Source: an optimization exercise on an open RTL-to-GDS flow (aim: small area and a short achievable clock period). Production flows keep margins and buffers that such runs may drop.
Only simulation tests tie the RTL to the original design; equivalence was not proved.
Power figures rest on the tool's default switching activity, not on a simulated workload.

$ cat design/flow/design.v
package rf_pkg;
    localparam int XLEN_DEF  = 32;
    localparam int NREGS_DEF = 32;
    localparam int AW_DEF    = $clog2(NREGS_DEF);
    localparam int REG_ZERO  = 0;
    localparam int POP_MAX   = 1024;
    typedef logic [AW_DEF-1:0]   reg_addr_t;
    typedef logic [XLEN_DEF-1:0] xword_t;
    function automatic int unsigned popcount(input logic [POP_MAX-1:0] vec,
                                             input int unsigned width);
        int unsigned cnt;
        cnt = 0;
        for (int unsigned i = 0; i < POP_MAX; i++) begin
            if (i < width && vec[i]) begin
                cnt = cnt + 1;
            end
        end
        popcount = cnt;
    endfunction
endpackage
module rf_scoreboard
#(
    parameter int NREGS = rf_pkg::NREGS_DEF,
    parameter int AW    = $clog2(NREGS)
) (
    input  logic             clk,
    input  logic             rst_n,
    input  logic             wr_en,
    input  logic [AW-1:0]    wr_addr,
    input  logic [NREGS-1:0] wr_dec,
    input  logic             iss_en,
    input  logic [AW-1:0]    iss_rd,
    input  logic             flush,
    output logic             iss_stall,
    output logic [NREGS-1:0] busy,
    output logic [AW:0]      busy_cnt
);
    logic             iss_live;
    logic             iss_accept;
    logic             busy_iss;    
    logic             iss_hit;     
    logic             busy_wr;     
    logic             inc, dec;
    logic [NREGS-1:0] iss_dec;
    logic [NREGS-1:0] busy_q;
    logic [NREGS-1:0] busy_d;
    logic [AW-1:0]    cnt, cnt_d;
    assign iss_live = iss_en && (iss_rd != AW'(rf_pkg::REG_ZERO));
    for (genvar i = 0; i < NREGS; i++) begin : g_dec
        assign iss_dec[i] = (iss_rd == AW'(i));
    end
    assign busy    = {busy_q[NREGS-1:1], 1'b0};
    assign iss_hit  = wr_en && (wr_addr == iss_rd);
    rf_sel_or #(.N(NREGS-1)) u_busy_iss (
        .sel (iss_dec[NREGS-1:1]), .src (busy[NREGS-1:1]), .y (busy_iss)
    );
    rf_sel_or #(.N(NREGS-1)) u_busy_wr (
        .sel (wr_dec[NREGS-1:1]),  .src (busy[NREGS-1:1]), .y (busy_wr)
    );
    assign iss_stall  = iss_en && busy_iss && !iss_hit && !flush;
    assign iss_accept = iss_live && !iss_stall;
    for (genvar i = 1; i < NREGS; i++) begin : g_busy
        rf_busy_nxt u_nxt (
            .acc   (iss_accept),
            .idec  (iss_dec[i]),
            .busy  (busy[i]),
            .keep  (!(flush || wr_dec[i])),
            .y     (busy_d[i])
        );
    end
    assign busy_d[0] = 1'b0;
    assign inc = iss_accept && !busy_iss;
    assign dec = busy_wr && !(iss_accept && iss_hit);
    always_comb begin
        if (flush)            cnt_d = AW'(iss_accept);
        else if (inc && !dec) cnt_d = cnt + 1'b1;
        else if (dec && !inc) cnt_d = cnt - 1'b1;
        else                  cnt_d = cnt;
    end
    always_ff @(posedge clk or negedge rst_n) begin
        if (!rst_n) begin
            busy_q <= '0;
            cnt    <= '0;
        end else begin
            busy_q <= busy_d;
            cnt    <= cnt_d;
        end
    end
    assign busy_cnt = {1'b0, cnt};
endmodule
module rf_busy_nxt (
    input  logic acc, idec, busy, keep,
    output logic y
);
    assign y = (acc & idec) | (busy & keep);
endmodule
module rf_sel_or #(
    parameter int N = 31
) (
    input  logic [N-1:0] sel,
    input  logic [N-1:0] src,
    output logic         y
);
    localparam int NG = (N + 2) / 3;
    logic [3*NG-1:0] s, d;
    logic [NG-1:0]   g_n;
    assign s = {{(3*NG-N){1'b0}}, sel};
    assign d = {{(3*NG-N){1'b0}}, src};
    for (genvar g = 0; g < NG; g++) begin : g_grp
        if (3*g + 2 < N) begin : g_full
            rf_aoi222 u_aoi (
                .a1(s[3*g]),   .a2(d[3*g]),
                .b1(s[3*g+1]), .b2(d[3*g+1]),
                .c1(s[3*g+2]), .c2(d[3*g+2]),
                .y (g_n[g])
            );
        end else begin : g_part
            assign g_n[g] = ~|(s[3*g +: 3] & d[3*g +: 3]);
        end
    end
    rf_or_n #(.N(NG)) u_or (.a_n(g_n), .y(y));
endmodule
module reg_file_sb
#(
    parameter int               XLEN    = rf_pkg::XLEN_DEF,
    parameter int               NREGS   = rf_pkg::NREGS_DEF,
    parameter int               NRD     = 2,
    parameter int               SP_IDX  = 2,
    parameter logic [XLEN-1:0]  SP_INIT = XLEN'('h200),
    parameter bit               BYPASS  = 1'b1,
    localparam int              AW      = $clog2(NREGS)
) (
    input  logic                clk,
    input  logic                rst_n,
    input  logic [NRD*AW-1:0]   rd_addr,
    output logic [NRD*XLEN-1:0] rd_data,
    output logic [NRD-1:0]      rd_busy,
    input  logic                wr_en,
    input  logic [AW-1:0]       wr_addr,
    input  logic [XLEN-1:0]     wr_data,
    input  logic                iss_en,
    input  logic [AW-1:0]       iss_rd,
    output logic                iss_stall,
    input  logic                flush,
    output logic [AW:0]         busy_cnt
);
    localparam int LOW = 2;
    localparam int HIW = AW - LOW;
    logic [XLEN-1:0]  regs [NREGS];    
    logic [NREGS-1:0] nwr;             
    logic [NREGS-1:0] wr_dec;          
    logic [NREGS-1:0] rd_ok;           
    logic [NREGS-1:0] busy;
    logic [2**LOW-1:0] wlo;            
    logic [2**HIW-1:0] whi;            
    logic             wr_live;
    assign wr_live = wr_en && (wr_addr != AW'(rf_pkg::REG_ZERO));
    for (genvar j = 0; j < 2**LOW; j++) begin : g_wlo
        assign wlo[j] = wr_en && (wr_addr[LOW-1:0] == LOW'(j));
    end
    for (genvar j = 0; j < 2**HIW; j++) begin : g_whi
        assign whi[j] = (wr_addr[AW-1:LOW] == HIW'(j));
    end
    assign nwr[0]    = 1'b1;
    assign wr_dec[0] = 1'b0;
    assign rd_ok[0]  = 1'b0;
    for (genvar i = 1; i < NREGS; i++) begin : g_reg
        assign wr_dec[i] = wlo[i % 2**LOW] && whi[i / 2**LOW];
        always_ff @(posedge clk) begin
            if (wr_dec[i]) regs[i] <= wr_data;
        end
        always_ff @(posedge clk or negedge rst_n) begin
            if (!rst_n)         nwr[i] <= 1'b1;
            else if (wr_dec[i]) nwr[i] <= 1'b0;
        end
        rf_a21oi u_ok (
            .a1 (wlo[i % 2**LOW]),
            .a2 (whi[i / 2**LOW]),
            .b1 (nwr[i]),
            .y  (rd_ok[i])
        );
    end
    rf_scoreboard #(
        .NREGS (NREGS),
        .AW    (AW)
    ) u_scoreboard (
        .clk       (clk),
        .rst_n     (rst_n),
        .wr_en     (wr_en),
        .wr_addr   (wr_addr),
        .wr_dec    (wr_dec),
        .iss_en    (iss_en),
        .iss_rd    (iss_rd),
        .flush     (flush),
        .iss_stall (iss_stall),
        .busy      (busy),
        .busy_cnt  (busy_cnt)
    );
    localparam int NPAIR = NREGS + 1;
    localparam int NGRP  = (NPAIR + 2) / 3;       
    for (genvar k = 0; k < NRD; k++) begin : g_rd
        logic [AW-1:0]     addr;
        logic [2**LOW-1:0] plo;
        logic [2**HIW-1:0] phi;
        logic [NREGS-1:0]  dec;
        logic              fwd;
        logic [NPAIR-1:0]  sel;
        assign addr = rd_addr[k*AW +: AW];
        for (genvar j = 0; j < 2**LOW; j++) begin : g_plo
            assign plo[j] = (addr[LOW-1:0] == LOW'(j));
        end
        for (genvar j = 0; j < 2**HIW; j++) begin : g_phi
            assign phi[j] = (addr[AW-1:LOW] == HIW'(j));
        end
        for (genvar i = 0; i < NREGS; i++) begin : g_dec
            assign dec[i] = plo[i % 2**LOW] && phi[i / 2**LOW];
        end
        assign fwd = BYPASS && wr_live && (wr_addr == addr);
        assign sel[0] = fwd;
        for (genvar i = 1; i < NREGS; i++) begin : g_sel
            rf_and3 u_sel (
                .a (plo[i % 2**LOW]),
                .b (phi[i / 2**LOW]),
                .c (rd_ok[i]),
                .y (sel[i])
            );
        end
        assign sel[NREGS] = dec[SP_IDX] && nwr[SP_IDX] && !wr_dec[SP_IDX];
        for (genvar b = 0; b < XLEN; b++) begin : g_bit
            logic [NPAIR-1:0] src;
            logic [NGRP-1:0]  grp_n;
            assign src[0]     = wr_data[b];
            assign src[NREGS] = SP_INIT[b];
            for (genvar i = 1; i < NREGS; i++) begin : g_src
                assign src[i] = regs[i][b];
            end
            for (genvar g = 0; g < NGRP - 1; g++) begin : g_grp
                rf_aoi222 u_aoi (
                    .a1(sel[3*g]),   .a2(src[3*g]),
                    .b1(sel[3*g+1]), .b2(src[3*g+1]),
                    .c1(sel[3*g+2]), .c2(src[3*g+2]),
                    .y (grp_n[g])
                );
            end
            if (SP_INIT[b]) begin : g_sp
                rf_aoi222 u_aoi_last (
                    .a1(sel[NPAIR-3]), .a2(src[NPAIR-3]),
                    .b1(sel[NPAIR-2]), .b2(src[NPAIR-2]),
                    .c1(sel[NPAIR-1]), .c2(src[NPAIR-1]),
                    .y (grp_n[NGRP-1])
                );
            end else begin : g_nosp
                assign grp_n[NGRP-1] = ~((sel[NPAIR-3] & src[NPAIR-3]) |
                                         (sel[NPAIR-2] & src[NPAIR-2]));
            end
            rf_or_n #(.N(NGRP)) u_or (.a_n(grp_n), .y(rd_data[k*XLEN + b]));
        end
        assign rd_busy[k] = |(dec & busy) && !fwd;
    end
endmodule
module rf_aoi222 (
    input  logic a1, a2, b1, b2, c1, c2,
    output logic y
);
    assign y = ~((a1 & a2) | (b1 & b2) | (c1 & c2));
endmodule
module rf_or_n #(
    parameter int N = 11
) (
    input  logic [N-1:0] a_n,
    output logic         y
);
    localparam int NG = (N + 3) / 4;
    logic [NG-1:0] g_n;
    for (genvar g = 0; g < NG; g++) begin : g_grp
        localparam int W = (N - 4*g < 4) ? N - 4*g : 4;
        rf_and_n #(.N(W)) u_and (.a(a_n[4*g +: W]), .y(g_n[g]));
    end
    rf_nand_n #(.N(NG)) u_nand (.a(g_n), .y(y));
endmodule
module rf_and_n #(
    parameter int N = 4
) (
    input  logic [N-1:0] a,
    output logic         y
);
    assign y = &a;
endmodule
module rf_nand_n #(
    parameter int N = 3
) (
    input  logic [N-1:0] a,
    output logic         y
);
    assign y = ~&a;
endmodule
module rf_and3 (
    input  logic a, b, c,
    output logic y
);
    assign y = a & b & c;
endmodule
module rf_a21oi (
    input  logic a1, a2, b1,
    output logic y
);
    assign y = ~((a1 & a2) | b1);
endmodule
$ cat design/flow/flow/run.sh
#!/bin/bash
# Standard layout (the standard.sh on the ORFS make targets) with:
#  - port buffers made from buf_2 cells instead of the default delay buffers;
#  - clock-tree synthesis with larger sink clusters and no dummy loads;
#  - timing repair aiming for extra setup slack on the port-to-port paths.
# ORFS writes each step's log under orfs/logs; make's output is standard.log.
set -euo pipefail
bash standard.sh \
  "BUFFER_PORTS_ARGS=-buffer_cell sky130_fd_sc_hd__buf_2" \
  "CTS_ARGS=-sink_clustering_enable -repair_clock_nets -dont_use_dummy_load -sink_clustering_size 24 -sink_clustering_max_diameter 100" \
  "SETUP_SLACK_MARGIN=13.0" \
  finish > standard.log 2>&1
$ cat design/flow/constraint.sdc
create_clock -name core_clock -period 26.0 [get_ports {clk}]
set_input_delay 5.2000 -clock core_clock [delete_from_list [all_inputs] [get_ports {clk}]]
set_output_delay 5.2000 -clock core_clock [all_outputs]
set_load 0.01 [all_outputs]
$ cat design/flow/config.mk
export PLATFORM = sky130hd
export DESIGN_NAME = reg_file_sb
export DESIGN_NICKNAME = reg_file_sb
export VERILOG_FILES = /design/flow/design.v
export SDC_FILE = /design/flow/constraint.sdc
export NUM_CORES = 4
export LEC_CHECK = 0
export CAP_MARGIN = 20
export CORE_MARGIN = 2
export CORE_UTILIZATION = 40
export SLEW_MARGIN = 20
export SYNTH_HIERARCHICAL = 1
$ cat design/flow/standard.sh
#!/bin/bash
# synth_recipe.tcl (not shown) runs the flow's synth.tcl, then flattens the netlist and writes it again
# the make line also repeats each setting of config.mk as NAME=value (left out here)
make -C /OpenROAD-flow-scripts/flow DESIGN_CONFIG=/design/flow/config.mk WORK_HOME=/design/flow/orfs CLKGATE_MAP_FILE= SYNTH_SCRIPT=/design/flow/synth_recipe.tcl "${@:-finish}"
==> reports/metrics.cfg, run 1 <==
[clock_network]
cts_max_path_buffers=3
cts_max_level=2
cts_tree=yes
cts_made_buffers=51
cts.reportedPaths.clkPinSlew_ns=0.06
ctsHoldBuffers=0
clock-root-buffer=clkbuf_16
cts_sinks=1059
worstSkewPairLatency_ns=0.67

[worst_setup_path]
crit_path_start_kind=input pin
path_class=input pin to primary output
cp_slowest_stage_delay_ns=0.65
crit_path_end_kind=primary output
cpMostUsedCell=buf_2
arrival_ns=7.97
crit_path_max_fanout=16
rr_worst_depth=12
path_cells=buf_2, or3b_2, inv_1, and3_4, a222oi_1, and4_1, nand3_1, buf_2
critPathSlowestCell=and3_4
cp.required_ns=20.80

[yosys]
synthCells=2549
yosys_warnings=9
syn_avg_cell_area_sq_um=17.2
syn_area_sq_um=43800

[route]
viasPerCell=8.02
final_antenna_net_count=0
drc=0
drt-pass1-iter-count=12
wl_per_cell_um=43.3
dr.first_iter.drc_count=9848
drt-total-wl_um=184000
via_count=34200

[power]
p_leak_nw=14.8
p_clk_share_pct=28.8
power.switching_uw=700
power_density_nw_per_um2=60.5
power_frac_comb_pct=8.2
power_frac_seq_pct=63.0
ir_worst_vdd_uv=44.9
switching_share_pct=23.3
p_int_mw=2.31

[floorplanning]
row_count=121
start_util_pct=40.3
die_area_sq_um=112000
pin_count=130
fp.dieH_um=335
core-area_sq_um=109000
die_width_um=335

[sta]
tightest_slew_ns=0.952
fin_setup_tns_ns=0
fin_crit_sh_pct=50.6
setup_viol=0
hold_violations=0
relSlewSlack_pct=36.5
max_freq_mhz=75.9
report.final.slew_viol_count=0
fin_crit_ns=13.17
finClkSkew_ns=0.0500
rsz0062_at_grt=yes

[placed_design]
place_congestion=0.906
dp_hpwl_um=89900
portBuffers=128
placed_cell_area_sq_um=46700

[layout]
synthToLayoutAreaGrowth_pct=13.6
fill_cells=9268
drive_above_1_share_pct=19.4
design_area_sq_um=49700
layout.nets=2899

[min_path]
hold_path_class=flip-flop to flip-flop
whs_path_depth=1

[global_routing]
antenna_found_initial=20
grt_pass1_vias=33300
grt_remaining_overflow=0
track_usage_pct=31.0
grt_pass1_wl_um=245000
grt_max_degree=68

[job]
max_cap_viol_count=0

[outcome]
status=no timing/DRC/antenna violations

==> through the flow <==
| step | hold WS (ns) | std cells | total power [mW] | util, % | worst slack, ns |
|---|---|---|---|---|---|
| after floorplan | 0.465 | 2551 | 2.03 | - | 13.35 |
| after CTS | 0.496 | 4211 | 2.99 | 45.1 | 12.90 |
| after detailed placement | 0.481 | 4112 | 2.15 | 43.0 | 11.85 |
| after global placement | 0.482 | 4112 | 2.14 | 43.0 | 11.91 |
| final | 0.496 | 4262 | 3.01 | 45.7 | 12.83 |
| after global routing | 0.504 | 4257 | 3.07 | 45.7 | 12.93 |
==> per-layer routing <==
| metal | part of all wire [%] | routed length [um] | GRT usage (%) | vias to the layer above |
|---|---|---|---|---|
| met2 | 43 | 79400 | 45.8 | 3645 |
| met4 | 6.4 | 11800 | 18.3 | 12 |
| met1 | 33 | 60100 | 38.5 | 17000 |
| met5 | 0.098 | 181 | 0 | - |
| li1 | - | - | - | 12700 |
| met3 | 18 | 33100 | 12.2 | 768 |
==> cell usage in the layout (no fill, tap or decap), types with 12 or more instances in the layout <==
master	instances
nor2_4	33
a21oi_2	23
dfstp_2	31
a22o_1	31
nand3b_1	12
buf_6	19
and4_1	124
mux2i_1	25
and3_4	49
nand3_1	63
diode_2	12
and3_2	33
nor2b_1	33
a222oi_1	662
clkbuf_16	51
a22oi_1	62
buf_2	121
and3_1	67
buf_4	77
nor2_1	70
edfxtp_1	992
inv_1	16
dfrtp_1	36
buf_12	37
==> power groups by stage <==
| stage | Sequential (mW) | Clock [mW] | Combinational (mW) |
|---|---|---|---|
| finish | 1.90 | 0.867 | 0.246 |
| global route | 1.90 | 0.923 | 0.252 |
| CTS | 1.90 | 0.868 | 0.227 |
| detailed placement | 1.93 | 0 | 0.215 |
| global placement | 1.93 | 0 | 0.210 |
| floorplan | 1.93 | 0 | 0.101 |
==> sequential cells by signal (all words and copies together), names as in the netlist <==
register and flops:
u_scoreboard.cnt 5, nwr 31, u_scoreboard.busy_q 31, regs 992
==> area by class of cell <==
class                      count  area (sq um)  share of cell area (%)
sequential                  1059         31500                    63.4
inverter                      25           115                   0.232
timing repair buffer         262          2230                    4.49
multi-input combinational   1439         12800                    25.7
clock buffer                  51          1280                    2.57
tap                         1414          1770                    3.56
antenna                       12          30.0                  0.0604
==> worst max-delay path: cells and delay by family <==
kind	cells	cell delay [ns]
AND/OR/NAND/NOR	4	1.66
buffers and inverters	3	0.94
AO/OA/AOI/OAI	1	0.13
==> final timing paths <==
path / endpoint / startpoint / slack, ns
max in group asynchronous: u_scoreboard.busy_q[30] / rst_n / 20.59
min: nwr[24] / nwr[24] / 0.50
max: rd_data[37] / rd_addr[7] / 12.83
min reg2reg: nwr[24] / nwr[24] / 0.50
min in group asynchronous: u_scoreboard.busy_q[5] / rst_n / 4.69
max reg2reg: u_scoreboard.cnt[4] / u_scoreboard.busy_q[4] / 22.32
==> timing repair <==
action / 4_1_cts / 5_1_grt
setup buffers: 38 / 32
endpoints found under the setup margin: 64 / 64
pin swaps: 11 / 30
cloned: 10 / 7
gates resized for setup: 99 / 69
==> run 2, diff against run 1 <==
--- a/design/flow/design.v
+++ b/design/flow/design.v
@@ -198,34 +198,40 @@
     );
     localparam int NPAIR = NREGS + 1;
     localparam int NGRP  = (NPAIR + 2) / 3;       
+    localparam int NH = 2;
+    localparam int HB = XLEN / NH;                
     for (genvar k = 0; k < NRD; k++) begin : g_rd
         logic [AW-1:0]     addr;
-        logic [2**LOW-1:0] plo;
-        logic [2**HIW-1:0] phi;
         logic [NREGS-1:0]  dec;
         logic              fwd;
-        logic [NPAIR-1:0]  sel;
+        logic [NPAIR-1:0]  sel [NH];
         assign addr = rd_addr[k*AW +: AW];
-        for (genvar j = 0; j < 2**LOW; j++) begin : g_plo
-            assign plo[j] = (addr[LOW-1:0] == LOW'(j));
-        end
-        for (genvar j = 0; j < 2**HIW; j++) begin : g_phi
-            assign phi[j] = (addr[AW-1:LOW] == HIW'(j));
-        end
-        for (genvar i = 0; i < NREGS; i++) begin : g_dec
-            assign dec[i] = plo[i % 2**LOW] && phi[i / 2**LOW];
-        end
         assign fwd = BYPASS && wr_live && (wr_addr == addr);
-        assign sel[0] = fwd;
-        for (genvar i = 1; i < NREGS; i++) begin : g_sel
-            rf_and3 u_sel (
-                .a (plo[i % 2**LOW]),
-                .b (phi[i / 2**LOW]),
-                .c (rd_ok[i]),
-                .y (sel[i])
-            );
+        for (genvar h = 0; h < NH; h++) begin : g_half
+            logic [2**LOW-1:0] plo;
+            logic [2**HIW-1:0] phi;
+            for (genvar j = 0; j < 2**LOW; j++) begin : g_plo
+                rf_eq #(.W(LOW), .V(j)) u_eq (.a(addr[LOW-1:0]), .y(plo[j]));
+            end
+            for (genvar j = 0; j < 2**HIW; j++) begin : g_phi
+                rf_eq #(.W(HIW), .V(j)) u_eq (.a(addr[AW-1:LOW]), .y(phi[j]));
+            end
+            assign sel[h][0] = fwd;
+            for (genvar i = 1; i < NREGS; i++) begin : g_sel
+                rf_and3 u_sel (
+                    .a (plo[i % 2**LOW]),
+                    .b (phi[i / 2**LOW]),
+                    .c (rd_ok[i]),
+                    .y (sel[h][i])
+                );
+            end
+            assign sel[h][NREGS] = dec[SP_IDX] && nwr[SP_IDX] && !wr_dec[SP_IDX];
+            if (h == 0) begin : g_dec
+                for (genvar i = 0; i < NREGS; i++) begin : g_d
+                    assign dec[i] = plo[i % 2**LOW] && phi[i / 2**LOW];
+                end
+            end
         end
-        assign sel[NREGS] = dec[SP_IDX] && nwr[SP_IDX] && !wr_dec[SP_IDX];
         for (genvar b = 0; b < XLEN; b++) begin : g_bit
             logic [NPAIR-1:0] src;
             logic [NGRP-1:0]  grp_n;
@@ -234,24 +240,26 @@
             for (genvar i = 1; i < NREGS; i++) begin : g_src
                 assign src[i] = regs[i][b];
             end
+            logic [NPAIR-1:0] bsel;
+            assign bsel = sel[b / HB];
             for (genvar g = 0; g < NGRP - 1; g++) begin : g_grp
                 rf_aoi222 u_aoi (
-                    .a1(sel[3*g]),   .a2(src[3*g]),
-                    .b1(sel[3*g+1]), .b2(src[3*g+1]),
-                    .c1(sel[3*g+2]), .c2(src[3*g+2]),
+                    .a1(bsel[3*g]),   .a2(src[3*g]),
+                    .b1(bsel[3*g+1]), .b2(src[3*g+1]),
+                    .c1(bsel[3*g+2]), .c2(src[3*g+2]),
                     .y (grp_n[g])
                 );
             end
             if (SP_INIT[b]) begin : g_sp
                 rf_aoi222 u_aoi_last (
-                    .a1(sel[NPAIR-3]), .a2(src[NPAIR-3]),
-                    .b1(sel[NPAIR-2]), .b2(src[NPAIR-2]),
-                    .c1(sel[NPAIR-1]), .c2(src[NPAIR-1]),
+                    .a1(bsel[NPAIR-3]), .a2(src[NPAIR-3]),
+                    .b1(bsel[NPAIR-2]), .b2(src[NPAIR-2]),
+                    .c1(bsel[NPAIR-1]), .c2(src[NPAIR-1]),
                     .y (grp_n[NGRP-1])
                 );
             end else begin : g_nosp
-                assign grp_n[NGRP-1] = ~((sel[NPAIR-3] & src[NPAIR-3]) |
-                                         (sel[NPAIR-2] & src[NPAIR-2]));
+                assign grp_n[NGRP-1] = ~((bsel[NPAIR-3] & src[NPAIR-3]) |
+                                         (bsel[NPAIR-2] & src[NPAIR-2]));
             end
             rf_or_n #(.N(NGRP)) u_or (.a_n(grp_n), .y(rd_data[k*XLEN + b]));
         end
@@ -306,3 +314,12 @@
 );
     assign y = ~((a1 & a2) | b1);
 endmodule
+module rf_eq #(
+    parameter int W = 2,
+    parameter int V = 0
+) (
+    input  logic [W-1:0] a,
+    output logic         y
+);
+    assign y = (a == W'(V));
+endmodule
==> design/flow/flow/run.sh (replaced) <==
#!/bin/bash
# Standard layout (the standard.sh on the ORFS make targets) with:
#  - port buffers made from buf_4 cells instead of the default delay buffers;
#  - clock-tree synthesis with larger sink clusters and no dummy loads;
#  - timing repair aiming for extra setup slack on the port-to-port paths.
# ORFS writes each step's log under orfs/logs; make's output is standard.log.
set -euo pipefail
bash standard.sh \
  "BUFFER_PORTS_ARGS=-buffer_cell sky130_fd_sc_hd__buf_4" \
  "CTS_ARGS=-sink_clustering_enable -repair_clock_nets -dont_use_dummy_load -sink_clustering_size 24 -sink_clustering_max_diameter 100" \
  "SETUP_SLACK_MARGIN=13.0" \
  finish > standard.log 2>&1
==> reports/metrics.cfg, run 2 <==
[global_routing]
track_usage_pct=29.0
antenna_found_initial=13
grt_max_degree=68
grt_remaining_overflow=0
grt_pass1_vias=32000
grt_pass1_wl_um=235000

[min_path]
min_to=nwr[23]
min_from=nwr[23]
hold_path_class=flip-flop to flip-flop
whs_path_depth=1

[layout]
synthToLayoutAreaGrowth_pct=11.5
drive_above_1_share_pct=19.2
top_regs=regs x992, nwr x31, u_scoreboard.busy_q x31
final_common_cell=edfxtp_1
fill_cells=9547
most-common-layout-cells=992 x edfxtp_1, 662 x a222oi_1, 173 x buf_4
largest-register=regs
largest_reg_flops=992
layout.nets=2872

[worst_setup_path]
critPathSlowestCell=or3_4
timing.rr.start=u_scoreboard.busy_q[1]
crit_path_end_kind=primary output
critPathBufInv=3
regToRegEndpoint=u_scoreboard.cnt[4]
r2r_setup_slack_ns=22.37
rr_worst_depth=12
cp.required_ns=20.80
cp_top_family=simple AND/OR/NAND/NOR gates
cpMostUsedCell=buf_4
path_class=input pin to primary output
path_cells=buf_4, or3_4, inv_1, a21oi_2, and3_2, a222oi_1, and4_1, nand3_1, buf_4
arrival_ns=7.84
crit_path_start_kind=input pin
crit_path_max_fanout=16
cp_slowest_stage_delay_ns=0.49

[sta]
max_freq_mhz=76.7
fin_crit_sh_pct=50.2
report.final.slew_viol_count=0
fin_crit_ns=13.04
setup_viol=0
fin_setup_tns_ns=0
tightest_slew_ns=0.944
hold_violations=0
finClkSkew_ns=0.0494
relSlewSlack_pct=37.1
fin_ws_ns=12.96
rsz0062_at_grt=yes

[clock_network]
cts_max_path_buffers=3
clock-root-buffer=clkbuf_16
cts_made_buffers=51
cts_sinks=1059
cts.reportedPaths.clkPinSlew_ns=0.07
cts_max_level=2
ctsHoldBuffers=0
cts_tree=yes
worstSkewPairLatency_ns=0.66

[floorplanning]
row_count=121
start_util_pct=40.5
core-area_sq_um=109000
pin_count=130
fp.dieH_um=337
die_width_um=337
die_area_sq_um=113000

[yosys]
syn_area_sq_um=44200
yosys_warnings=14
synthCells=2615
syn_avg_cell_area_sq_um=16.9

[route]
drc=0
final_antenna_net_count=0
wl_per_cell_um=39.8
via_count=33300
drt-total-wl_um=171000
dr.first_iter.drc_count=8956
viasPerCell=7.75
drt-pass1-iter-count=11

[power]
power_frac_comb_pct=8.6
power_density_nw_per_um2=61.3
switching_share_pct=23.3
p_leak_nw=14.5
ir_worst_vdd_uv=48.4
p_clk_share_pct=28.7
power_frac_seq_pct=62.8
p_int_mw=2.32
power.switching_uw=705

[placed_design]
place_congestion=0.940
pre_cts_slack_ns=11.81
dp_hpwl_um=102000
portBuffers=128

[job]
max_cap_viol_count=0

[outcome]
status=no timing/DRC/antenna violations

==> run 2: per-layer routing <==
metal  share of wire, %  wire length [um]  vias to the layer above  track usage, %
li1                   -                 -                    12800               -
met3                 15             25100                      539            8.05
met1                 35             59400                    16800            37.5
met2                 44             75800                     3099            44.8
met4                6.0             10200                       20            15.0
met5               0.11               191                        -           0.426
==> run 2: power groups by stage <==
stage / registers, mW / clock network, mW / logic, mW
finish: 1.90 / 0.866 / 0.260
global route: 1.90 / 0.931 / 0.267
CTS: 1.90 / 0.869 / 0.249
detailed placement: 1.93 / 0 / 0.243
global placement: 1.93 / 0 / 0.238
floorplan: 1.93 / 0 / 0.100
==> run 2: cell type report <==
type	instances	area, sq um	area share (%)
multi-input cells	1504	13200	26.8
flip-flops and latches	1059	31500	63.9
clock buffers	51	1280	2.59
inverters	16	75.1	0.152
well taps	1476	1850	3.74
diodes	6	15.0	0.0304
repair buffers	179	1400	2.84
==> run 2: what timing repair did <==
item | CTS | global route
buffers inserted | 6 | 12
gates resized for setup | 206 | 50
setup endpoints to repair | 64 | 60
pin swaps | 19 | 12
==> run 2: how the worst max path moves through the flow <==
stage | startpoint | to | cells past startpoint
after floorplan | wr_addr[4] | rd_data[0] | 7
after global placement | wr_addr[0] | rd_data[17] | 9
after detailed placement | wr_addr[0] | rd_data[17] | 9
after CTS | rd_addr[6] | rd_data[46] | 7
after global routing | wr_addr[0] | rd_data[46] | 9
final | wr_addr[3] | rd_data[63] | 9
==> run 2: through the flow <==
step                utilization [%]  power, mW  hold WS, ns  cells  instance area, sq um
finish                         45.1       3.02        0.496   4291                 49300
floorplan                         -       2.03        0.472   2617                 44200
detailed placement             43.3       2.18        0.480   4216                 47300
CTS                            44.9       3.01        0.493   4273                 49000
global placement               43.3       2.17        0.480   4216                 47300
global route                   45.1       3.10        0.505   4286                 49300
==> run 2: worst register-to-register path, stage by stage (launching register included) <==
cell and delay (ns):
dfrtp_1 0.45, a222oi_1 0.43, and4_1 0.26, nand3_1 0.32
a211oi_4 0.38, inv_1 0.16, fa_1 0.42, a21o_1 0.17
a21oi_1 0.23, nand3_1 0.10, o21ai_0 0.19, a21oi_1 0.07
mux2_1 0.32
==> run 3, diff against run 2 <==
--- a/design/flow/flow/run.sh
+++ b/design/flow/flow/run.sh
@@ -8,5 +8,5 @@
 bash standard.sh \
   "BUFFER_PORTS_ARGS=-buffer_cell sky130_fd_sc_hd__buf_4" \
   "CTS_ARGS=-sink_clustering_enable -repair_clock_nets -dont_use_dummy_load -sink_clustering_size 24 -sink_clustering_max_diameter 100" \
-  "SETUP_SLACK_MARGIN=13.0" \
+  "SETUP_SLACK_MARGIN=13.2" \
   finish > standard.log 2>&1
==> reports/metrics.cfg, run 3 <==
[worst_setup_path]
path_class=input pin to primary output
crit_path_max_fanout=16
crit_path_start_kind=input pin
rr_worst_depth=12
timing.rr.start=u_scoreboard.busy_q[10]
regToRegEndpoint=u_scoreboard.cnt[4]
arrival_ns=7.65
cp.required_ns=20.80
crit_path_end_kind=primary output
r2r_setup_slack_ns=22.35

[power]
p_leak_nw=14.8
p_total_mw=3.04
power_density_nw_per_um2=60.8
ir_worst_vdd_uv=51.3

[layout]
synthToLayoutAreaGrowth_pct=13.0
most-common-layout-cells=992 x edfxtp_1, 662 x a222oi_1, 197 x buf_4
final_common_cell=edfxtp_1
design_area_sq_um=50000
largest_reg_flops=992
layout.nets=2906
final_util_pct=45.7
fill_cells=9380
top_regs=regs x992, nwr x31, u_scoreboard.busy_q x31
largest-register=regs
drive_above_1_share_pct=20.9

[floorplanning]
die_width_um=337
core-area_sq_um=109000
die_area_sq_um=113000
start_util_pct=40.5
pin_count=130
row_count=121
fp.dieH_um=337

[yosys]
synthCells=2615
syn_avg_cell_area_sq_um=16.9
syn_area_sq_um=44200
yosys_warnings=14

[clock_network]
cts_max_level=2
worstSkewPairLatency_ns=0.66
cts_sinks=1059
cts_tree=yes
ctsHoldBuffers=0
cts_made_buffers=52
cts_max_path_buffers=3
cts.reportedPaths.clkPinSlew_ns=0.06
clock-root-buffer=clkbuf_16

[sta]
fin_crit_ns=12.85
hold_violations=0
max_freq_mhz=77.8
setup_viol=0
tightest_slew_ns=0.958
rsz0062_at_grt=yes
report.final.slew_viol_count=0
fin_crit_sh_pct=49.4
finClkSkew_ns=0.0404
fin_setup_tns_ns=0
relSlewSlack_pct=36.1
hold_ws_ns=0.490

[route]
dr.first_iter.drc_count=8575
viasPerCell=7.77
drc=0
drt-total-wl_um=173000
via_count=33600
wl_per_cell_um=40.0
drt-pass1-iter-count=13
final_antenna_net_count=0

[outcome]
status=no timing/DRC/antenna violations

[min_path]
whs_path_depth=1
hold_path_class=flip-flop to flip-flop
min_to=nwr[15]
min_from=nwr[15]

[global_routing]
grt_pass1_vias=32200
grt_max_degree=68
grt_remaining_overflow=0
antenna_found_initial=8
grt_pass1_wl_um=236000
track_usage_pct=29.2

[placed_design]
portBuffers=128
placed_cell_area_sq_um=47400
place_congestion=0.919
dp_hpwl_um=99800

[job]
max_cap_viol_count=0

==> run 3: cell types whose count changed in the layout (fill, tap and decap cells not counted), moves of 5 or more <==
cell / change
and3_1: -5
and3_2: -35
and3_4: +42
and4_1: -11
and4_4: +8
buf_12: +8
buf_4: +24
nand3_1: -6
nand3_2: +6
==> run 3: stage by stage <==
stage / setup slack [ns] / std cells
2_1_floorplan: 13.10 / 2617
3_5_place_dp: 11.97 / 4218
4_1_cts: 13.18 / 4280
5_1_grt: 13.15 / 4321
3_3_place_gp: 12.04 / 4218
6_report: 13.15 / 4327
==> run 3: area by class of cell <==
| class | instances | area [sq um] | area share (%) |
|---|---|---|---|
| sequential | 1059 | 31500 | 63.0 |
| multi-input combinational | 1506 | 13500 | 27.0 |
| tap | 1476 | 1850 | 3.70 |
| timing repair buffer | 210 | 1750 | 3.51 |
| clock buffer | 52 | 1300 | 2.60 |
| inverter | 16 | 75.1 | 0.150 |
| antenna | 8 | 20.0 | 0.0401 |
==> run 3: worst max-delay path by stage <==
stage / from / end / slack, ns
floorplan: wr_addr[4] / rd_data[0] / 13.10
global placement: wr_addr[1] / rd_data[59] / 12.04
detailed placement: wr_addr[1] / rd_data[5] / 11.97
CTS: wr_addr[1] / rd_data[60] / 13.18
global route: wr_addr[0] / rd_data[44] / 13.15
finish: wr_addr[1] / rd_data[59] / 13.15
==> run 3: what timing repair did <==
item,4_1_cts,5_1_grt
endpoints found under the setup margin,64,65
setup buffers,9,37
gates cloned,1,2
resized for setup,249,87
pin swaps,19,48
==> run 3: where the power goes <==
part	switching (mW)	internal (mW)
combinational	0.174	0.0872
sequential	0.0129	1.88
clock	0.521	0.357
==> run 3: worst max-delay path, cell delays in order <==
cell	delay (ns)
buf_4	0.19
nand3b_1	0.22
clkinvlp_4	0.28
a21oi_2	0.40
and3_2	0.59
a222oi_1	0.15
and4_2	0.28
nand3_1	0.15
buf_4	0.16
==> run 3: per-layer routing <==
metal,global-route usage (%),share of wire [%]
met1,37.5,35
met2,45.1,45
met3,8.52,15
met4,14.6,5.8
met5,0,0.024
==> run 4, diff against run 3 <==
--- a/design/flow/design.v
+++ b/design/flow/design.v
@@ -156,10 +156,12 @@
     logic             wr_live;
     assign wr_live = wr_en && (wr_addr != AW'(rf_pkg::REG_ZERO));
     for (genvar j = 0; j < 2**LOW; j++) begin : g_wlo
-        assign wlo[j] = wr_en && (wr_addr[LOW-1:0] == LOW'(j));
+        rf_eq #(.W(LOW+1), .V(2**LOW + j)) u_eq (
+            .a ({wr_en, wr_addr[LOW-1:0]}), .y (wlo[j])
+        );
     end
     for (genvar j = 0; j < 2**HIW; j++) begin : g_whi
-        assign whi[j] = (wr_addr[AW-1:LOW] == HIW'(j));
+        rf_eq #(.W(HIW), .V(j)) u_eq (.a(wr_addr[AW-1:LOW]), .y(whi[j]));
     end
     assign nwr[0]    = 1'b1;
     assign wr_dec[0] = 1'b0;
==> reports/metrics.cfg, run 4 <==
[worst_setup_path]
r2r_setup_slack_ns=22.20
cp.required_ns=20.80
path_cells=buf_4, and3_1, buf_6, a21oi_2, and3_4, a222oi_1, and4_2, nand3_1, buf_4
timing.rr.start=u_scoreboard.busy_q[22]
critPathBufInv=3
crit_path_max_fanout=16
cp_slowest_stage_delay_ns=0.53
crit_path_start_kind=input pin
rr_worst_depth=12
arrival_ns=7.69
path_class=input pin to primary output
critPathSlowestCell=a222oi_1
worstSetupEndpoint=rd_data[59]
crit_path_end_kind=primary output
cp-startpoint=wr_addr[0]
cp_top_family=simple AND/OR/NAND/NOR gates
cpMostUsedCell=buf_4
path_depth=9
regToRegEndpoint=u_scoreboard.cnt[4]

[layout]
drive_above_1_share_pct=19.4
largest_reg_flops=992
synthToLayoutAreaGrowth_pct=11.3
largest-register=regs
layout.nets=2857
most-common-layout-cells=992 x edfxtp_1, 662 x a222oi_1, 166 x buf_4
final_common_cell=edfxtp_1
top_regs=regs x992, nwr x31, u_scoreboard.busy_q x31
final_util_pct=44.7

[sta]
relSlewSlack_pct=18.8
report.final.slew_viol_count=0
tightest_slew_ns=1.22
hold_violations=0
finClkSkew_ns=0.0484
fin_setup_tns_ns=0
max_freq_mhz=77.6
fin_crit_ns=12.89
setup_viol=0
fin_crit_sh_pct=49.6
rsz0062_at_grt=yes

[placed_design]
place_congestion=0.914
portBuffers=128
dp_hpwl_um=98700

[global_routing]
grt_pass1_wl_um=227000
antenna_found_initial=7
grt_max_degree=68
grt_pass1_vias=31500
track_usage_pct=27.6
grt_remaining_overflow=0

[yosys]
syn_avg_cell_area_sq_um=17.0
syn_area_sq_um=44200
synthCells=2597
yosys_warnings=14

[floorplanning]
fp.dieH_um=337
row_count=122
start_util_pct=40.1
core-area_sq_um=110000
pin_count=130
die_area_sq_um=113000
die_width_um=337

[route]
final_antenna_net_count=0
wl_met1_um=57600
drc=0
wl_per_cell_um=38.2
viasPerCell=7.63
drt-total-wl_um=164000
via_count=32700
drt-pass1-iter-count=13
topRoutingLayerUsed=met5
wl_met2_um=74300
dr.first_iter.drc_count=8261
routed-wl-met3_um=22600

[clock_network]
cts_tree=yes
cts_sinks=1059
clock-root-buffer=clkbuf_16
cts_max_level=2
worstSkewPairLatency_ns=0.66
cts.reportedPaths.clkPinSlew_ns=0.10
cts_max_path_buffers=3
cts_made_buffers=50
ctsHoldBuffers=0

[min_path]
hold_path_class=flip-flop to flip-flop

[power]
p_total_mw=3.02
ir_worst_vdd_uv=41.7
p_leak_nw=14.6
power_density_nw_per_um2=61.2

[job]
max_cap_viol_count=0

[outcome]
status=no timing/DRC/antenna violations

==> run 4: cell type report <==
type / instances / area, sq um
flip-flops and latches: 1059 / 31500
inverters: 4 / 15.0
clock buffers: 50 / 1250
multi-input cells: 1505 / 13200
well taps: 1488 / 1860
diodes: 2 / 5.00
repair buffers: 176 / 1400
fillers: 9601 / 61000
==> run 4: routing by layer <==
metal  GRT usage, %  vias to the layer above
met5              0                        -
met4           12.7                        4
met3           6.37                      452
met2           43.6                     2932
met1           36.3                    16500
li1               -                    12800
==> run 4: worst min-delay path by stage <==
stage	startpoint	end	slack, ns	depth (start not counted)
3_5_place_dp	nwr[8]	nwr[8]	0.48	1
3_3_place_gp	nwr[24]	nwr[24]	0.48	1
2_1_floorplan	nwr[10]	nwr[10]	0.47	1
5_1_grt	nwr[21]	nwr[21]	0.50	1
4_1_cts	nwr[30]	nwr[30]	0.50	1
6_report	nwr[8]	nwr[8]	0.50	1
==> run 4: timing repair <==
item,CTS,global route
pin swaps,13,32
setup endpoints to repair,65,67
gates cloned,0,1
setup buffers,7,5
resized for setup,182,105
==> run 4: power breakdown <==
| group | internal, mW | switching (mW) |
|---|---|---|
| Combinational | 0.0839 | 0.173 |
| Sequential | 1.88 | 0.0126 |
| Clock | 0.344 | 0.518 |
==> run 4: through the flow <==
stage	instances	setup slack (ns)	area, sq um	hold WS [ns]
after floorplan	2599	12.25	44300	0.472
after global placement	4219	12.58	47200	0.479
after detailed placement	4219	12.47	47200	0.480
after CTS	4276	13.14	48900	0.496
after global routing	4283	13.11	49300	0.503
final	4284	13.11	49300	0.497
==> run 5, diff against run 4 <==
--- a/design/flow/config.mk
+++ b/design/flow/config.mk
@@ -7,6 +7,6 @@
 export LEC_CHECK = 0
 export CAP_MARGIN = 20
 export CORE_MARGIN = 2
-export CORE_UTILIZATION = 40
+export CORE_UTILIZATION = 50
 export SLEW_MARGIN = 20
 export SYNTH_HIERARCHICAL = 1
==> reports/metrics.cfg, run 5 <==
[outcome]
status=no timing/DRC/antenna violations

[layout]
design_area_sq_um=49000
layout.nets=2890
largest-register=regs
largest_reg_flops=992
most-common-layout-cells=992 x edfxtp_1, 662 x a222oi_1, 199 x buf_4
fill_cells=6957
final_util_pct=55.6
final_cells=3995
drive_above_1_share_pct=19.6
final_common_cell=edfxtp_1
top_regs=regs x992, nwr x31, u_scoreboard.busy_q x31
synthToLayoutAreaGrowth_pct=10.8

[clock_network]
cts_tree=yes
cts_max_level=2
ctsHoldBuffers=0
worstSkewPairLatency_ns=0.65
cts_max_path_buffers=3
cts.reportedPaths.clkPinSlew_ns=0.07
clock-root-buffer=clkbuf_16
cts_sinks=1059
cts_made_buffers=50

[worst_setup_path]
crit_path_max_fanout=16
arrival_ns=7.75
regToRegEndpoint=u_scoreboard.cnt[4]
crit_path_end_kind=primary output
rr_worst_depth=12
crit_path_start_kind=input pin
timing.rr.start=u_scoreboard.busy_q[1]
cp.required_ns=20.80
path_class=input pin to primary output
r2r_setup_slack_ns=21.94

[global_routing]
met3_usage_pct=9.16
track_usage_pct=35.5
grt_remaining_overflow=0
grt_pass1_wl_um=229000
grt_max_degree=68
grt_util_met2_pct=54.7
grt.busiest_layer=met2
use_met1_pct=45.9
grt_pass1_vias=31800
antenna_found_initial=7

[route]
dr.first_iter.drc_count=7805
via_count=33100
drt-pass1-iter-count=13
wl_per_cell_um=41.6
viasPerCell=8.28
final_antenna_net_count=0
drt-total-wl_um=166000
drc=0

[min_path]
min_to=nwr[22]
whs_path_depth=1
hold_path_class=flip-flop to flip-flop
min_from=nwr[22]

[floorplanning]
core-area_sq_um=88100
start_util_pct=50.2
row_count=109
fp.dieH_um=301
die_width_um=301
die_area_sq_um=90900
pin_count=130

[sta]
fin_crit_sh_pct=49.8
relSlewSlack_pct=37.3
rsz0062_at_grt=yes
fin_crit_ns=12.95
hold_ws_ns=0.492
report.final.slew_viol_count=0
tightest_slew_ns=0.941
finClkSkew_ns=0.0491
fin_ws_ns=13.05
fin_setup_tns_ns=0
setup_viol=0
hold_violations=0
max_freq_mhz=77.2

[yosys]
syn_avg_cell_area_sq_um=17.0
synthCells=2597
syn_area_sq_um=44200
yosys_warnings=14

[placed_design]
place_congestion=0.962
placed_cell_area_sq_um=47000
portBuffers=128
dpl.cell_count=3916
pre_cts_slack_ns=12.51
dp_hpwl_um=98900

[job]
max_cap_viol_count=0

[power]
power_density_nw_per_um2=61.3
p_total_mw=3.00
ir_worst_vdd_uv=55.1
p_leak_nw=14.8

-- run 5: report_power, final --
| part | switching (mW) | internal, mW | leakage (nW) | total [mW] |
|---|---|---|---|---|
| clock | 0.510 | 0.344 | 0.616 | 0.854 |
| sequential | 0.0125 | 1.88 | 9.75 | 1.90 |
| combinational | 0.170 | 0.0839 | 4.44 | 0.253 |
| total | 0.692 | 2.31 | 14.8 | 3.00 |
-- run 5: layer usage --
layer | share of wire [%] | vias to the layer above
met3 | 15 | 563
met4 | 6.7 | 8
met2 | 45 | 3081
li1 | - | 12900
met5 | 0.029 | -
met1 | 34 | 16600
-- run 5: critical path, stage by stage --
cell and delay, ns:
buf_4 0.21, and2_1 0.72, and3_2 0.46, buf_4 0.35, a222oi_1 0.13, and4_1 0.27
nand3_1 0.21, buf_4 0.17
-- run 5: layout make-up --
class / instances / area (sq um) / area share [%]
flip-flops and latches: 1059 / 31500 / 64.3
well taps: 1165 / 1460 / 2.97
clock buffers: 50 / 1250 / 2.55
repair buffers: 210 / 1650 / 3.36
diodes: 3 / 7.51 / 0.0153
multi-input cells: 1504 / 13100 / 26.8
inverters: 4 / 15.0 / 0.0306
-- run 5: how the worst max path moves through the flow --
stage,startpoint,to,slack [ns]
final,rd_addr[6],rd_data[38],13.05
after global placement,wr_addr[1],rd_data[31],12.36
after detailed placement,wr_addr[1],rd_data[55],12.51
after floorplan,wr_addr[4],rd_data[0],12.25
after global routing,wr_addr[2],rd_data[6],13.12
after CTS,wr_addr[4],rd_data[55],13.13
-- run 5: timing repair --
| item | CTS | global route |
|---|---|---|
| pin swaps | 15 | 26 |
| endpoints found under the setup margin | 66 | 58 |
| gates resized for setup | 185 | 60 |
| setup buffers | 17 | 8 |
| cloned | 0 | 1 |
==> run 6, diff against run 5 <==
--- a/design/flow/design.v
+++ b/design/flow/design.v
@@ -49,7 +49,7 @@
     for (genvar i = 0; i < NREGS; i++) begin : g_dec
         assign iss_dec[i] = (iss_rd == AW'(i));
     end
-    assign busy    = {busy_q[NREGS-1:1], 1'b0};
+    assign busy = {busy_q[NREGS-1:1], 1'b0};
     assign iss_hit  = wr_en && (wr_addr == iss_rd);
     rf_sel_or #(.N(NREGS-1)) u_busy_iss (
         .sel (iss_dec[NREGS-1:1]), .src (busy[NREGS-1:1]), .y (busy_iss)
--- a/design/flow/config.mk
+++ b/design/flow/config.mk
@@ -7,6 +7,6 @@
 export LEC_CHECK = 0
 export CAP_MARGIN = 20
 export CORE_MARGIN = 2
-export CORE_UTILIZATION = 50
+export CORE_UTILIZATION = 40
 export SLEW_MARGIN = 20
 export SYNTH_HIERARCHICAL = 1
==> reports/metrics.cfg, run 6 <==
[floorplanning]
fp.dieH_um=337
core-area_sq_um=110000
die_width_um=337
die_area_sq_um=113000
row_count=122
pin_count=130
start_util_pct=40.1

[route]
final_antenna_net_count=0
viasPerCell=7.63
drc=0
drt-pass1-iter-count=13
wl_per_cell_um=38.2
drt-total-wl_um=164000
via_count=32700
dr.first_iter.drc_count=8261

[global_routing]
grt_pass1_vias=31500
grt_pass1_wl_um=227000
grt_max_degree=68
track_usage_pct=27.6
grt_remaining_overflow=0
antenna_found_initial=7

[clock_network]
ctsHoldBuffers=0
cts_max_level=2
cts_tree=yes
clock-root-buffer=clkbuf_16
cts_made_buffers=50
cts_sinks=1059
cts_max_path_buffers=3
worstSkewPairLatency_ns=0.66
cts.reportedPaths.clkPinSlew_ns=0.10

[layout]
most-common-layout-cells=992 x edfxtp_1, 662 x a222oi_1, 166 x buf_4
final_util_pct=44.7
largest_reg_flops=992
largest-register=regs
drive_above_1_share_pct=19.4
top_regs=regs x992, nwr x31, u_scoreboard.busy_q x31
design_area_sq_um=49300
layout.nets=2857
synthToLayoutAreaGrowth_pct=11.3
final_common_cell=edfxtp_1

[worst_setup_path]
arrival_ns=7.69
timing.rr.start=u_scoreboard.busy_q[22]
crit_path_max_fanout=16
crit_path_end_kind=primary output
cpMostUsedCell=buf_4
cp.required_ns=20.80
crit_path_start_kind=input pin
rr_worst_depth=12
worstSetupEndpoint=rd_data[59]
path_class=input pin to primary output
cp-startpoint=wr_addr[0]
path_cells=buf_4, and3_1, buf_6, a21oi_2, and3_4, a222oi_1, and4_2, nand3_1, buf_4
r2r_setup_slack_ns=22.20
cp_slowest_stage_delay_ns=0.53
regToRegEndpoint=u_scoreboard.cnt[4]
critPathSlowestCell=a222oi_1

[yosys]
yosys_warnings=14
syn_area_sq_um=44200
synthCells=2597
syn_avg_cell_area_sq_um=17.0

[sta]
hold_violations=0
fin_crit_ns=12.89
tightest_slew_ns=1.22
setup_viol=0
fin_crit_sh_pct=49.6
report.final.slew_viol_count=0
relSlewSlack_pct=18.8
max_freq_mhz=77.6
finClkSkew_ns=0.0484
rsz0062_at_grt=yes
fin_setup_tns_ns=0

[outcome]
status=no timing/DRC/antenna violations

[placed_design]
dp_hpwl_um=98700
portBuffers=128
place_congestion=0.914
placed_cell_area_sq_um=47200

[min_path]
hold_path_class=flip-flop to flip-flop
min_from=nwr[8]

[power]
power_density_nw_per_um2=61.2
p_leak_nw=14.6
ir_worst_vdd_uv=41.7

[job]
max_cap_viol_count=0

-- run 6: metrics by stage --
stage               power [mW]  hold WS (ns)  instances  setup WS, ns
finish                    3.02         0.497       4284         13.11
detailed placement        2.17         0.480       4219         12.47
global placement          2.17         0.479       4219         12.58
CTS                       3.01         0.496       4276         13.14
global route              3.09         0.503       4283         13.11
floorplan                 2.03         0.472       2599         12.25
-- run 6: layout make-up --
class                      count  area (sq um)
fill                        9601         61000
clock buffer                  50          1250
tap                         1488          1860
sequential                  1059         31500
inverter                       4          15.0
timing repair buffer         176          1400
antenna                        2          5.00
multi-input combinational   1505         13200
-- run 6: worst max-delay path, delay by kind of cell --
kind / cells / cell delay [ns]
compound gates: 2 / 0.69
buf+inv: 3 / 0.67
simple gates: 4 / 1.10
-- run 6: metal layers --
layer / vias up / track usage (%) / routed length (um)
met4: 4 / 12.7 / 9150
met2: 2932 / 43.6 / 74300
met1: 16500 / 36.3 / 57600
met3: 452 / 6.37 / 22600
li1: 12800 / - / -
met5: - / 0 / 16
-- run 6: worst min path at each step --
stage,to,slack (ns),cells after the start
after floorplan,nwr[10],0.47,1
after global placement,nwr[24],0.48,1
after detailed placement,nwr[8],0.48,1
after CTS,nwr[30],0.50,1
after global routing,nwr[21],0.50,1
final,nwr[8],0.50,1
-- run 6: power breakdown --
| part | internal (mW) | switching (mW) |
|---|---|---|
| sequential | 1.88 | 0.0126 |
| clock | 0.344 | 0.518 |
| combinational | 0.0839 | 0.173 |
-- run 6: repair_timing --
action / in CTS / in global routing
gates cloned: 0 / 1
setup buffers: 7 / 5
gates resized for setup: 182 / 105
setup endpoints to repair: 65 / 67
pin swaps: 13 / 32
==> run 7, diff against run 6 <==
--- a/design/flow/design.v
+++ b/design/flow/design.v
@@ -49,7 +49,7 @@
     for (genvar i = 0; i < NREGS; i++) begin : g_dec
         assign iss_dec[i] = (iss_rd == AW'(i));
     end
-    assign busy = {busy_q[NREGS-1:1], 1'b0};
+    assign busy    = {busy_q[NREGS-1:1], 1'b0};
     assign iss_hit  = wr_en && (wr_addr == iss_rd);
     rf_sel_or #(.N(NREGS-1)) u_busy_iss (
         .sel (iss_dec[NREGS-1:1]), .src (busy[NREGS-1:1]), .y (busy_iss)
==> design/flow/flow/run.sh (replaced) <==
#!/bin/bash
# Standard layout (the standard.sh on the ORFS make targets) with:
#  - port buffers made from buf_4 cells instead of the default delay buffers;
#  - clock-tree synthesis with larger sink clusters and no dummy loads;
#  - timing repair aiming for extra setup slack on the port-to-port paths,
#    done after placement only (synthesis buffers are removed at floorplan
#    instead of the pre-placement timing repair).
# ORFS writes each step's log under orfs/logs; make's output is standard.log.
set -euo pipefail
bash standard.sh \
  "BUFFER_PORTS_ARGS=-buffer_cell sky130_fd_sc_hd__buf_4" \
  "CTS_ARGS=-sink_clustering_enable -repair_clock_nets -dont_use_dummy_load -sink_clustering_size 24 -sink_clustering_max_diameter 100" \
  "SETUP_SLACK_MARGIN=13.2" \
  "REMOVE_ABC_BUFFERS=1" \
  finish > standard.log 2>&1
==> reports/metrics.cfg, run 7 <==
[outcome]
status=no timing/DRC/antenna violations

[worst_setup_path]
r2r_setup_slack_ns=22.28
crit_path_end_kind=primary output
cp.required_ns=20.80
regToRegEndpoint=u_scoreboard.cnt[4]
path_cells=buf_4, nor3b_2, and3_2, a222oi_1, and4_1, nand3_1, buf_4
path_class=input pin to primary output
crit_path_max_fanout=17
timing.rr.start=u_scoreboard.busy_q[1]
cp_slowest_stage_delay_ns=0.66
critPathSlowestCell=and3_2
rr_worst_depth=12
crit_path_start_kind=input pin
arrival_ns=7.72
cpMostUsedCell=buf_4

[sta]
tightest_slew_ns=0.925
fin_ws_ns=13.08
setup_viol=0
hold_ws_ns=0.496
fin_crit_ns=12.92
max_freq_mhz=77.4
hold_violations=0
fin_crit_sh_pct=49.7
rsz0062_at_grt=yes
finClkSkew_ns=0.0281
relSlewSlack_pct=38.3
report.final.slew_viol_count=0
fin_setup_tns_ns=0

[route]
viasPerCell=7.67
drc=0
final_antenna_net_count=0
via_count=33000
dr.first_iter.drc_count=8799
wl_per_cell_um=38.4
drt-pass1-iter-count=14
drt-total-wl_um=165000

[min_path]
hold_path_class=flip-flop to flip-flop
whs_path_depth=1
min_to=nwr[26]
min_from=nwr[26]

[clock_network]
cts_max_level=2
cts_max_path_buffers=3
ctsHoldBuffers=0
cts_made_buffers=50
cts_sinks=1059
worstSkewPairLatency_ns=0.68
cts_tree=yes
cts.reportedPaths.clkPinSlew_ns=0.10
clock-root-buffer=clkbuf_16

[layout]
top_regs=regs x992, nwr x31, u_scoreboard.busy_q x31
design_area_sq_um=49500
drive_above_1_share_pct=19.8
fill_cells=9599
layout.nets=2876
synthToLayoutAreaGrowth_pct=12.0
largest-register=regs
final_cells=4302
final_common_cell=edfxtp_1
largest_reg_flops=992
final_util_pct=45.0
most-common-layout-cells=992 x edfxtp_1, 662 x a222oi_1, 178 x buf_4

[job]
max_cap_viol_count=0

[floorplanning]
pin_count=130
fp.dieH_um=337
core-area_sq_um=110000
start_util_pct=40.1
die_width_um=337
row_count=122
die_area_sq_um=113000

[yosys]
syn_avg_cell_area_sq_um=17.0
yosys_warnings=14
synthCells=2597
syn_area_sq_um=44200

[placed_design]
pre_cts_slack_ns=12.64
dpl.cell_count=4223
portBuffers=128
placed_cell_area_sq_um=47300
place_congestion=0.911
dp_hpwl_um=97400

[global_routing]
grt_max_degree=68
grt_pass1_vias=31100
grt_remaining_overflow=0
grt_pass1_wl_um=226000
antenna_found_initial=4
track_usage_pct=27.7

[power]
ir_worst_vdd_uv=45.1
p_total_mw=3.01
p_leak_nw=14.8
power_density_nw_per_um2=60.8

-- run 7: layer usage --
metal  up-vias  routed length (um)  GRT usage [%]
met1     16600               57200           36.2
li1      12800                   -              -
met4         4               10300           13.8
met5         -                  28              0
met3       523               23100           5.48
met2      3078               74500           44.1
-- run 7: how the worst max path moves through the flow --
| stage | from | to | slack, ns |
|---|---|---|---|
| 3_3_place_gp | wr_addr[3] | rd_data[50] | 12.68 |
| 4_1_cts | wr_addr[3] | rd_data[59] | 13.12 |
| 3_5_place_dp | wr_addr[2] | rd_data[12] | 12.64 |
| 2_1_floorplan | wr_addr[4] | rd_data[0] | 12.25 |
| 5_1_grt | rd_addr[9] | rd_data[46] | 13.14 |
| 6_report | rd_addr[9] | rd_data[46] | 13.08 |
-- run 7: cell type report --
cell class | count | area, sq um | area share [%]
Antenna cell | 1 | 2.50 | 0.00505
Clock buffer | 50 | 1250 | 2.53
Inverter | 4 | 15.0 | 0.0303
Multi-Input combinational cell | 1507 | 13300 | 26.9
Sequential cell | 1059 | 31500 | 63.6
Tap cell | 1488 | 1860 | 3.76
Timing Repair Buffer | 193 | 1600 | 3.23
-- run 7: power by group --
group	internal (mW)	switching, mW	leakage, nW
Clock	0.344	0.513	0.616
Combinational	0.0861	0.174	4.40
Sequential	1.88	0.0124	9.75
Total	2.31	0.700	14.8
-- run 7: critical path, delay by kind of cell --
kind	cells	cell delay, ns
AO/OA/AOI/OAI	1	0.15
AND/OR/NAND/NOR	4	1.82
buffers and inverters	2	0.52
-- run 7: timing repair --
action / 4_1_cts / 5_1_grt
resized for setup: 198 / 104
buffers inserted: 10 / 13
cloned: 0 / 5
pin swaps: 15 / 32
endpoints found under the setup margin: 65 / 67
==> run 8, diff against run 7 <==
==> design/flow/flow/run.sh (replaced) <==
#!/bin/bash
# Standard layout (the standard.sh on the ORFS make targets) with:
#  - port buffers made from buf_4 cells instead of the default delay buffers;
#  - clock-tree synthesis from clkbuf_8 cells, with no dummy loads;
#  - timing repair aiming for extra setup slack on the port-to-port paths.
# ORFS writes each step's log under orfs/logs; make's output is standard.log.
set -euo pipefail
bash standard.sh \
  "BUFFER_PORTS_ARGS=-buffer_cell sky130_fd_sc_hd__buf_4" \
  "CTS_ARGS=-sink_clustering_enable -repair_clock_nets -dont_use_dummy_load -buf_list sky130_fd_sc_hd__clkbuf_8 -sink_clustering_size 16 -sink_clustering_max_diameter 80" \
  "SETUP_SLACK_MARGIN=13.2" \
  finish > standard.log 2>&1
==> reports/metrics.cfg, run 8 <==
[layout]
largest_reg_flops=992
synthToLayoutAreaGrowth_pct=10.9
most-common-layout-cells=992 x edfxtp_1, 662 x a222oi_1, 166 x buf_4
final_cells=4311
drive_above_1_share_pct=20.0
regArea_sq_um=31500
top_regs=regs x992, nwr x31, u_scoreboard.busy_q x31
final_util_pct=44.5
final_common_cell=edfxtp_1
fill_cells=9603
layout.nets=2885
largest-register=regs
multi_input_area_sq_um=13200

[outcome]
status=no timing/DRC/antenna violations

[global_routing]
grt_remaining_overflow=0
grt_max_degree=68
grt_pass1_vias=31800
antenna_found_initial=7
track_usage_pct=27.9
grt_pass1_wl_um=228000

[clock_network]
cts_tree=yes
cts_max_path_buffers=3
cts_sinks=1059
ctsHoldBuffers=0
cts.reportedPaths.clkPinSlew_ns=0.10
clock-root-buffer=clkbuf_8
cts_made_buffers=78
worstSkewPairLatency_ns=0.75
cts_max_level=3

[floorplanning]
fp.dieH_um=337
pin_count=130
row_count=122
start_util_pct=40.1
die_area_sq_um=113000
die_width_um=337
core-area_sq_um=110000

[power]
p_leak_nw=14.6
power_frac_comb_pct=8.7
power_frac_seq_pct=64.3
p_clk_share_pct=27.0
ir_worst_vdd_uv=56.5
switching_share_pct=24.1
p_int_mw=2.24
power_density_nw_per_um2=60.1
power.switching_uw=712

[sta]
tightest_slew_ns=1.16
max_freq_mhz=77.4
fin_crit_ns=12.93
hold_violations=0
relSlewSlack_pct=22.9
fin_setup_tns_ns=0
fin_crit_sh_pct=49.7
rsz0062_at_grt=yes
report.final.slew_viol_count=0
finClkSkew_ns=0.0843
setup_viol=0

[route]
final_antenna_net_count=0
drt-pass1-iter-count=14
via_count=32900
viasPerCell=7.63
drt-total-wl_um=164000
drc=0
wl_per_cell_um=38.1
dr.first_iter.drc_count=8124

[worst_setup_path]
crit_path_max_fanout=16
crit_path_start_kind=input pin
cp.required_ns=20.80
arrival_ns=7.73
crit_path_end_kind=primary output
path_class=input pin to primary output

[yosys]
synthCells=2597
syn_avg_cell_area_sq_um=17.0
yosys_warnings=14
syn_area_sq_um=44200

[placed_design]
portBuffers=128
dpl.cell_count=4219
place_congestion=0.914
dp_hpwl_um=98700

[job]
max_cap_viol_count=0

[min_path]
hold_path_class=flip-flop to flip-flop

-- run 8: layout make-up --
| class | count | area share [%] |
|---|---|---|
| Antenna cell | 1 | 0.00510 |
| Multi-Input combinational cell | 1505 | 26.9 |
| Timing Repair Buffer | 176 | 2.85 |
| Inverter | 4 | 0.0306 |
| Sequential cell | 1059 | 64.2 |
| Clock buffer | 78 | 2.19 |
| Tap cell | 1488 | 3.79 |
-- run 8: what timing repair did --
item,4_1_cts,5_1_grt
gates cloned,0,1
endpoints found under the hold margin,0,0
gates resized for setup,182,96
pin swaps,13,32
setup endpoints to repair,65,65
setup buffers,7,5
-- run 8: per-layer routing --
metal	routed length, um	track usage, %
met1	57800	36.5
met2	73800	43.5
met3	23600	6.91
met4	9200	13.4
met5	27	0
-- run 8: critical path, cell delays in order --
cell and delay, ns:
buf_4 0.21, and3_1 0.24, buf_8 0.21, a21oi_2 0.15, and3_4 0.34, a222oi_1 0.53
and4_1 0.37, nand3_1 0.23, buf_4 0.22
-- run 8: final timing paths --
check / from / to / slack [ns] / cells after the start
min reg2reg: nwr[8] / nwr[8] / 0.50 / 1
max in group asynchronous: rst_n / u_scoreboard.busy_q[12] / 20.76 / 1
min in group asynchronous: rst_n / u_scoreboard.cnt[1] / 4.58 / 1
max: wr_addr[1] / rd_data[59] / 13.07 / 9
max reg2reg: u_scoreboard.busy_q[22] / u_scoreboard.cnt[4] / 22.17 / 12
min: nwr[8] / nwr[8] / 0.50 / 1
-- run 8: stage by stage --
stage / hold WS, ns / power (mW) / cell area [sq um] / setup WS [ns]
5_1_grt: 0.504 / 3.03 / 49100 / 13.12
6_report: 0.497 / 2.95 / 49100 / 13.07
3_3_place_gp: 0.479 / 2.17 / 47200 / 12.58
2_1_floorplan: 0.472 / 2.03 / 44300 / 12.25
3_5_place_dp: 0.480 / 2.17 / 47200 / 12.47
4_1_cts: 0.496 / 2.94 / 48700 / 13.14
-- run 8: power by group through the flow --
| stage | clock [mW] | sequential [mW] | combinational (mW) |
|---|---|---|---|
| finish | 0.796 | 1.90 | 0.257 |
| global placement | 0 | 1.93 | 0.234 |
| detailed placement | 0 | 1.93 | 0.239 |
| floorplan | 0 | 1.93 | 0.0988 |
| CTS | 0.803 | 1.90 | 0.244 |
| global route | 0.864 | 1.90 | 0.264 |

## re-timing with driven ports
The results above use ideal ports. As a check the final layouts listed here were re-extracted and re-timed, cells and wires unchanged. Step 1: set_driving_cell puts a clkbuf_16 on clk and a buf_2 on each other input, an assumption about the parent block. Step 2 times the ports against the registers' clock, not the clock port: input delays grow and output delays shrink by t, the midpoint of the rising clock arrivals with the driver on. a / b / c = no drivers / after step 1 / after step 2; a / b = the first two.
run | t (ns) | slack for setup (ns) | latest minus earliest clock arrival (ns)
run 1 | 0.730 | 12.832 / 12.808 / 12.808 | 0.105 / 0.105
run 2 | 0.712 | 12.958 / 12.802 / 12.802 | 0.089 / 0.089
run 3 | 0.746 | 13.150 / 13.028 / 13.028 | 0.103 / 0.103
run 4 | 0.711 | 13.106 / 13.072 / 13.072 | 0.050 / 0.051
run 5 | 0.695 | 13.046 / 13.009 / 13.009 | 0.049 / 0.050
run 6 | 0.711 | 13.106 / 13.072 / 13.072 | 0.050 / 0.051
run 7 | 0.709 | 13.076 / 13.007 / 13.007 | 0.078 / 0.078
run 8 | 0.783 | 13.073 / 13.039 / 13.039 | 0.093 / 0.093
After both steps every run listed still meets setup and hold. The setup slack of run 2, which loses most, moves by -0.156 ns with the drivers and by -0.156 ns with both steps.
